Source: an optimization exercise on an open RTL-to-GDS flow (aim: small area, a short achievable clock period and few clock cycles per item). Production flows keep margins and buffers that such runs may drop.
In this exercise RTL edits were held to simulation tests only and were not proved equivalent to the original.
No activity file was given, so power comes from the tool's default toggle rates.

run A:
==> flow/design.v (excerpt) <==
module sigma_clipped_mean_unit (
    input  logic        i_clk,
    input  logic        i_rst_n,
    input  logic        s_axis_tvalid,
    output logic        s_axis_tready,
    input  logic [15:0] s_axis_tdata,    
    output logic        m_axis_tvalid,
    input  logic        m_axis_tready,
    output logic [31:0] m_axis_tdata     
);
export LEC_CHECK = 0
export ABC_CLOCK_PERIOD_IN_PS = 3000
export CAP_MARGIN = 20
export CORE_MARGIN = 2
export CORE_UTILIZATION = 60
export CTS_BUF_LIST = sky130_fd_sc_hd__clkbuf_4 sky130_fd_sc_hd__clkbuf_8
export SLEW_MARGIN = 20
create_clock -name core_clock -period 10.0 [get_ports {i_clk}]
standard.sh (not shown) runs the stock make flow with config.mk's settings and CLKGATE_MAP_FILE= SYNTH_SCRIPT=/design/flow/synth_recipe.tcl, a recipe that flattens the netlist after the stock synthesis.
==> flow/flow/run.sh <==
#!/bin/bash
set -euo pipefail
MARGIN=6.5
EXTRA="SETUP_SLACK_MARGIN=${MARGIN} BUFFER_PORTS_ARGS=-buffer_cell\\\\ sky130_fd_sc_hd__buf_2"
sed "s|\"\${@:-finish}\"|${EXTRA} \"\${@:-finish}\"|" standard.sh > standard_tuned.sh
grep -q "SETUP_SLACK_MARGIN=${MARGIN}" standard_tuned.sh
bash standard_tuned.sh finish > flow_make.log 2>&1
Testbench counts of run A, summed over its fixed seeds: cycles 3,528, items 192.
### run A -> run B
- CTS_BUF_LIST: sky130_fd_sc_hd__clkbuf_4 sky130_fd_sc_hd__clkbuf_8 -> unset
- CORE_UTILIZATION: 60 -> 40
-- flow/flow/run.sh --
<<< run A, line 2
set -euo pipefail
MARGIN=6.5
EXTRA="SETUP_SLACK_MARGIN=${MARGIN} BUFFER_PORTS_ARGS=-buffer_cell\\\\ sky130_fd_sc_hd__buf_2"
>>> run B, line 2
set -euo pipefail
MARGIN=7.5
EXTRA="SETUP_SLACK_MARGIN=${MARGIN} BUFFER_PORTS_ARGS=-buffer_cell\\\\ sky130_fd_sc_hd__buf_2"
--- outcome ---
Run B vs. run A: register share of total power lost 3.2 points; final cell utilization of the core dropped 16 points; post-route total power now sits higher; wire length of the first global-routing pass increased 11000 um; routed wire length went up 13%. Compared with run A, run B shows detailed-placement wirelength estimate that has gone down by a few percent. Delta(non-clock buffer count, run B - run A) > 0. The via count reported for run B is higher than the one for run A. Cmp run B vs run A: global routing usage summed across all routing layers lower in run B.
The inputs of run C differ from those of run B as listed below.
-- flow/flow/run.sh --
<<< run B, line 2
set -euo pipefail
MARGIN=7.5
EXTRA="SETUP_SLACK_MARGIN=${MARGIN} BUFFER_PORTS_ARGS=-buffer_cell\\\\ sky130_fd_sc_hd__buf_2"
>>> run C, line 2
set -euo pipefail
MARGIN=6.5
EXTRA="SETUP_SLACK_MARGIN=${MARGIN} BUFFER_PORTS_ARGS=-buffer_cell\\\\ sky130_fd_sc_hd__buf_2"
Notes after the runs:
For run C, the endpoint of the worst setup timing path was s_axis_tready, unlike run B, where it was m_axis_tdata[28]. The higher antenna diode instance count of run C and run B is in run C. After detailed routing, run B needs more wire than run C. Run C reports its cell with the largest stage delay on the worst path as dfxtp_1 while run B reports edfxtp_1. Compared with run B, run C is more frugal on power. Area occupied by multi-input gates delta for run C relative to run B: 9.9% lower. Across both runs, multi-input gate share of total cell area was higher for run C than for run B.


Another version of the RTL of sigma_clipped_mean_unit (not shown whole).
Size: about 750 flip-flops, about 54 I/O pins, about 36000 um2 of cells after synthesis.
## sigma_clipped_mean_unit
module sigma_clipped_mean_unit (
    input  logic        i_clk,
    input  logic        i_rst_n,
    input  logic        s_axis_tvalid,
    output logic        s_axis_tready,
    input  logic [15:0] s_axis_tdata,    
    output logic        m_axis_tvalid,
    input  logic        m_axis_tready,
    output logic [31:0] m_axis_tdata     
);
    localparam int TAIL = RING_LEN - 1;
    logic [RING_LEN-1:0][15:0] r_x;
    logic [RING_LEN-1:0]       r_v;       
    logic [RING_LEN-1:0]       r_p;       
    logic                      r_ev1;     
    logic                      r_ev2;     
    logic                      r_ev3;     
    logic                      r_keep;    
    logic [15:0]               r_xt;      
    logic                      r_ready;   
    logic                      r_full;    
    logic [3:0]                r_fill;
    logic                      r_lpar;    
    logic signed [SUM_BITS-1:0] r_s;
    logic [QSUM_BITS-1:0]      r_qs, r_qc;
  ...
clock: 10.0 ns
lec_check: 0
abc_clock_period_in_ps: 3000
cap_margin: 20
core_margin: 2
core_utilization: 65
cts_cluster_diameter: 80
cts_cluster_size: 24
slew_margin: 20
==> flow/flow/run.sh <==
#!/bin/bash
set -euo pipefail
MARGIN=7.0
EXTRA="SETUP_SLACK_MARGIN=${MARGIN} BUFFER_PORTS_ARGS=-buffer_cell\\\\ sky130_fd_sc_hd__buf_2"
sed "s|\"\${@:-finish}\"|${EXTRA} \"\${@:-finish}\"|" standard.sh > standard_tuned.sh
grep -q "SETUP_SLACK_MARGIN=${MARGIN}" standard_tuned.sh
bash standard_tuned.sh finish > flow_make.log 2>&1
The first run finished clean.
Testbench counts at the start, summed over its fixed seeds: cycles 3,528, items 192.
Next try:
--- a/flow/flow/run.sh
+++ b/flow/flow/run.sh
@@ -3 +3,3 @@
-MARGIN=7.0
+MARGIN=6.5
+sed 's/yosys synth -nofsm -noshare /yosys synth -nofsm -noshare -noabc /' synth_recipe.tcl > synth_recipe_noabc.tcl
+grep -q -- "-noabc" synth_recipe_noabc.tcl
@@ -5 +7,2 @@
-sed "s|\"\${@:-finish}\"|${EXTRA} \"\${@:-finish}\"|" standard.sh > standard_tuned.sh
+sed -e "s|synth_recipe\.tcl|synth_recipe_noabc.tcl|" \
+    -e "s|\"\${@:-finish}\"|${EXTRA} \"\${@:-finish}\"|" standard.sh > standard_tuned.sh
@@ -6,0 +10 @@
+grep -q "synth_recipe_noabc.tcl" standard_tuned.sh
Fmax falls by 5.2%.
Clock skew shrinks by 0.0081 ns.
Routed wire length fell by 16%.
Final cell count decreases by 12%.
Flip-flop and latch count does not change.
Via count went down by 11%.
Worst setup slack gets worse by 0.18 ns.
First-iteration DRC count drops by 37%.
Clock-buffer cell count goes up by 5.
Worst hold slack hardly moves.
Register-to-register slack gets worse by 0.18 ns.
Next try:
==> flow/flow/run.sh (replaced) <==
#!/bin/bash
set -euo pipefail
MARGIN=6.5
EXTRA="SETUP_SLACK_MARGIN=${MARGIN} BUFFER_PORTS_ARGS=-buffer_cell\\\\ sky130_fd_sc_hd__buf_2"
sed "s|\"\${@:-finish}\"|${EXTRA} \"\${@:-finish}\"|" standard.sh > standard_tuned.sh
grep -q "SETUP_SLACK_MARGIN=${MARGIN}" standard_tuned.sh
bash standard_tuned.sh finish > flow_make.log 2>&1
- design area is higher by 2.1%
- sequential share of layout area is lower by 0.88 points
- clock-buffer cell count is higher by 2
- fmax is higher by 0.38%
- hold slack improved by 0.0043 ns
- wire length is higher by 9.7%
- die area is higher by 1.6%
- setup slack improved by 0.013 ns
- combinational power is higher by 8.1%
- sequential power hardly moves
- final cell count is higher by 9.1%

what the ideal ports hide:
The flow's constraints put no driver on any port. The routed layouts listed below were extracted and timed again, unchanged, in two steps.
Step 1 assumes that a clkbuf_16 drives the clock port and a buf_2 every other input.
Step 2 also shifts input and output timing later by t, the mid clock arrival at the registers, as if the neighbouring blocks saw the same clock.
Three values: ideal ports, drivers, drivers and shift; two values: the first two.
run | shift t [ns] | slack for setup (ns) | clock arrival spread, ns
run A | 0.786 | 6.594 / 6.526 / 6.342 | 0.056 / 0.056
run B | 0.691 | 6.754 / 6.689 / 6.837 | 0.053 / 0.053
run C | 0.684 | 6.564 / 6.501 / 6.410 | 0.062 / 0.062
the first run of note 2 | 0.671 | 6.741 / 6.729 / 6.451 | 0.034 / 0.034
the second run of note 2 | 0.659 | 6.563 / 6.563 / 6.151 | 0.031 / 0.031
the third run of note 2 | 0.676 | 6.576 / 6.576 / 5.999 | 0.037 / 0.036
After both steps every run listed still meets setup and hold. The setup slack of the third run of note 2, which loses most, moves by 0.000 ns with the drivers and by -0.577 ns with both steps.
